Source: an optimization exercise on an open RTL-to-GDS flow (aim: a short achievable clock period). Production flows keep margins and buffers that such runs may drop. In this exercise RTL edits were held to simulation tests only and were not proved equivalent to the original. No driver is modelled on the clock port, so clock power and skew are understated where the tree is cut down; a real chip needs a root buffer or a tree. Power and IR drop assume default switching activity.

## run A
Design mc_fifo, start of the top module:
module mc_fifo #(
    parameter int NUM_CHANNELS      = 4,
    parameter int BUFFER_SIZE       = 16,
    parameter int DATA_WIDTH        = 32,
    parameter int ALMOST_FULL_LEVEL = 14,
    localparam int LEVEL_WIDTH      = $clog2(BUFFER_SIZE + 1)
) (
    input  logic                                clock,
    input  logic                                rst_n,
    input  logic [NUM_CHANNELS*DATA_WIDTH-1:0]  data_in,
    input  logic [NUM_CHANNELS-1:0]             data_in_valid,
    output logic [NUM_CHANNELS-1:0]             data_in_full,
    output logic [NUM_CHANNELS-1:0]             data_in_almost_full,
    output logic [NUM_CHANNELS*DATA_WIDTH-1:0]  data_out,
    output logic [NUM_CHANNELS-1:0]             data_out_valid,
    input  logic [NUM_CHANNELS-1:0]             data_out_ack,
    input  logic [NUM_CHANNELS-1:0]             flush,
    output logic [NUM_CHANNELS*LEVEL_WIDTH-1:0] level,
    output logic [NUM_CHANNELS-1:0]             overflow
);
For scale: about 6500 cells after synthesis, ~2400 flip-flops, about 310 I/O pins.
clock: 4.3 ns
lec_check: 0
cap_margin: 20
core_margin: 2
core_utilization: 55
setup_slack_margin: 2.55
slew_margin: 20
standard.sh (not shown) runs the stock make flow with config.mk's settings and CLKGATE_MAP_FILE= SYNTH_SCRIPT=/design/flow/synth_recipe.tcl, a recipe that flattens the netlist after the stock synthesis.
==> flow/flow/run.sh <==
#!/bin/bash
# Standard ORFS layout with three additions:
#  - flow/io.tcl: each channel's ports on one edge of the die, data_in and
#    data_out bits interleaved;
#  - flow/pull_outputs.tcl (before detailed placement): output registers and
#    their port buffers moved next to their pins;
#  - flow/post_cts.tcl (after CTS): the top of the clock tree rebuilt as four
#    inverters fed by the clock port.
# make's output goes to make.log; each ORFS step writes its own log under
# orfs/logs/.
set -euo pipefail
W=$(pwd)
bash standard.sh \
  "IO_CONSTRAINTS=$W/flow/io.tcl" \
  "PLACE_PINS_ARGS=-min_distance 2" \
  "PRE_DETAIL_PLACE_TCL=$W/flow/pull_outputs.tcl" \
  "CTS_ARGS=-sink_clustering_enable -repair_clock_nets -sink_clustering_size 20 -sink_clustering_max_diameter 100" \
  SKIP_CTS_REPAIR_TIMING=1 \
  "POST_CTS_TCL=$W/flow/post_cts.tcl" \
  finish > make.log 2>&1
==> flow/flow/post_cts.tcl <==
# Runs inside ORFS's cts.tcl after clock_tree_synthesis (CTS repair timing is
# skipped there). Replaces the top of the clock tree with four inverters (inv_16) fed by
# the clock port, each driving the leaf buffers of one quadrant (the leaves
# become inverting buffers, so every register sees the true clock), then does
# the timing repair cts.tcl would have done.
set NTOP 4
set TOPCELL sky130_fd_sc_hd__inv_16
set LEAFCELL sky130_fd_sc_hd__bufinv_16
source [file join [file dirname [info script]] rework.tcl]
detailed_placement
estimate_parasitics -placement
set_propagated_clock [all_clocks]
report_clock_latency
repair_timing_helper
detailed_placement
check_placement -verbose
estimate_parasitics -placement
report_clock_latency
report_worst_slack -max
Other scripts of this flow, unchanged in this note and not shown: flow/flow/io.tcl, flow/flow/pull_outputs.tcl, flow/flow/rework.tcl
Input changes introduced in run B (baseline for comparison: run A):
Settings: a change of SETUP_SLACK_MARGIN from 2.55 to 3.3.
diff --git a/flow/flow/run.sh b/flow/flow/run.sh
--- a/flow/flow/run.sh
+++ b/flow/flow/run.sh
@@ -15 +15 @@
-  "PLACE_PINS_ARGS=-min_distance 2" \
+  "PLACE_PINS_ARGS=-min_distance 5" \
Notes after the runs:
Against run A, run B comes in about 0.9% higher on global placer's final weighted congestion. Run B: power consumption is about 10% higher than what run A reported. Setup slack is lower on run B. Higher hold slack goes to run A over run B. Upper clock frequency limit on run B is behind run A.
The inputs of run C differ from those of run B as listed below.
Settings: CORE_UTILIZATION now 45, was 55; SETUP_SLACK_MARGIN now 2.55, was 3.3.
[summary]
The type of the worst setup path comes out reg -> reg in one run and in -> reg in the other, namely in run B and run C respectively.
Taking run B as the reference, in run C weighted congestion at the end of routability-driven global placement closely matched the old numbers, fraction of area in multi-input gates decreased by 2.4 points relative to the old numbers.
NOTE: reported leakage power in run C falls short of that of run B
On run C: sequential share of layout area is 12 points higher than what run B gave.
[inputs] run D vs run C
Settings: changing SETUP_SLACK_MARGIN from 2.55 to 2.65; changing CORE_UTILIZATION from 45 to 55.
diff --git a/flow/flow/post_cts.tcl b/flow/flow/post_cts.tcl
--- a/flow/flow/post_cts.tcl
+++ b/flow/flow/post_cts.tcl
@@ -5 +5 @@
-# the timing repair cts.tcl would have done.
+# the timing repair cts.tcl would have done, in two passes.
@@ -15,0 +16,5 @@
+estimate_parasitics -placement
+report_worst_slack -max
+# A second pass often finds more once the first pass's changes are placed.
+repair_timing_helper
+detailed_placement
==> comparison <==
Relative to run C, finished layout cell area has increased by 2.4% in run D. Total length of routed met3 wires: higher on run D. The final hold slack in run D sits 0.0071 ns below the value recorded for run C. Part of the cycle the worst path needs: run C vs run D, no meaningful difference. Compared with run C, final wirelength in run D increased by a little under 10%. Going from run C to run D, cell area after synthesis shows no meaningful change; die height shows a reduction of 9.5%.

-- what the ideal ports hide --
In the flow no input, the clock included, has a driving cell. The finished layouts below were timed again as built, in two steps.
Step 1 sets driving cells, clkbuf_16 on the clock port and buf_2 on the other inputs (assumed; they add their load-dependent delay and slew).
Step 2 moves the port delays by t, midway between the first and last clock arrival at a register: inputs arrive t later, outputs are due t later. That takes back most of the time a late clock gives input paths.
Three values: ideal, step 1, step 2; two values: the first two.
run	t, ns	slack for setup (ns)	worst hold slack (ns)	worst setup path at the end	worst register clock-pin slew, ns
run A	0.677	2.434 / 2.198 / 2.017	0.490 / 0.249 / 0.519	input to register	0.10 / 0.10
run B	0.687	2.333 / 2.155 / 1.937	0.305 / 0.338 / 0.514	input to register	0.10 / 0.10
run C	0.697	2.469 / 2.186 / 2.014	0.422 / 0.171 / 0.515	input to register	0.09 / 0.09
run D	0.676	2.468 / 2.201 / 2.028	0.415 / 0.176 / 0.514	input to register	0.09 / 0.09
After both steps setup and hold are still met in every run listed. For run C, which loses most, drivers alone change the setup slack by -0.283 ns; drivers and shift together by -0.455 ns.
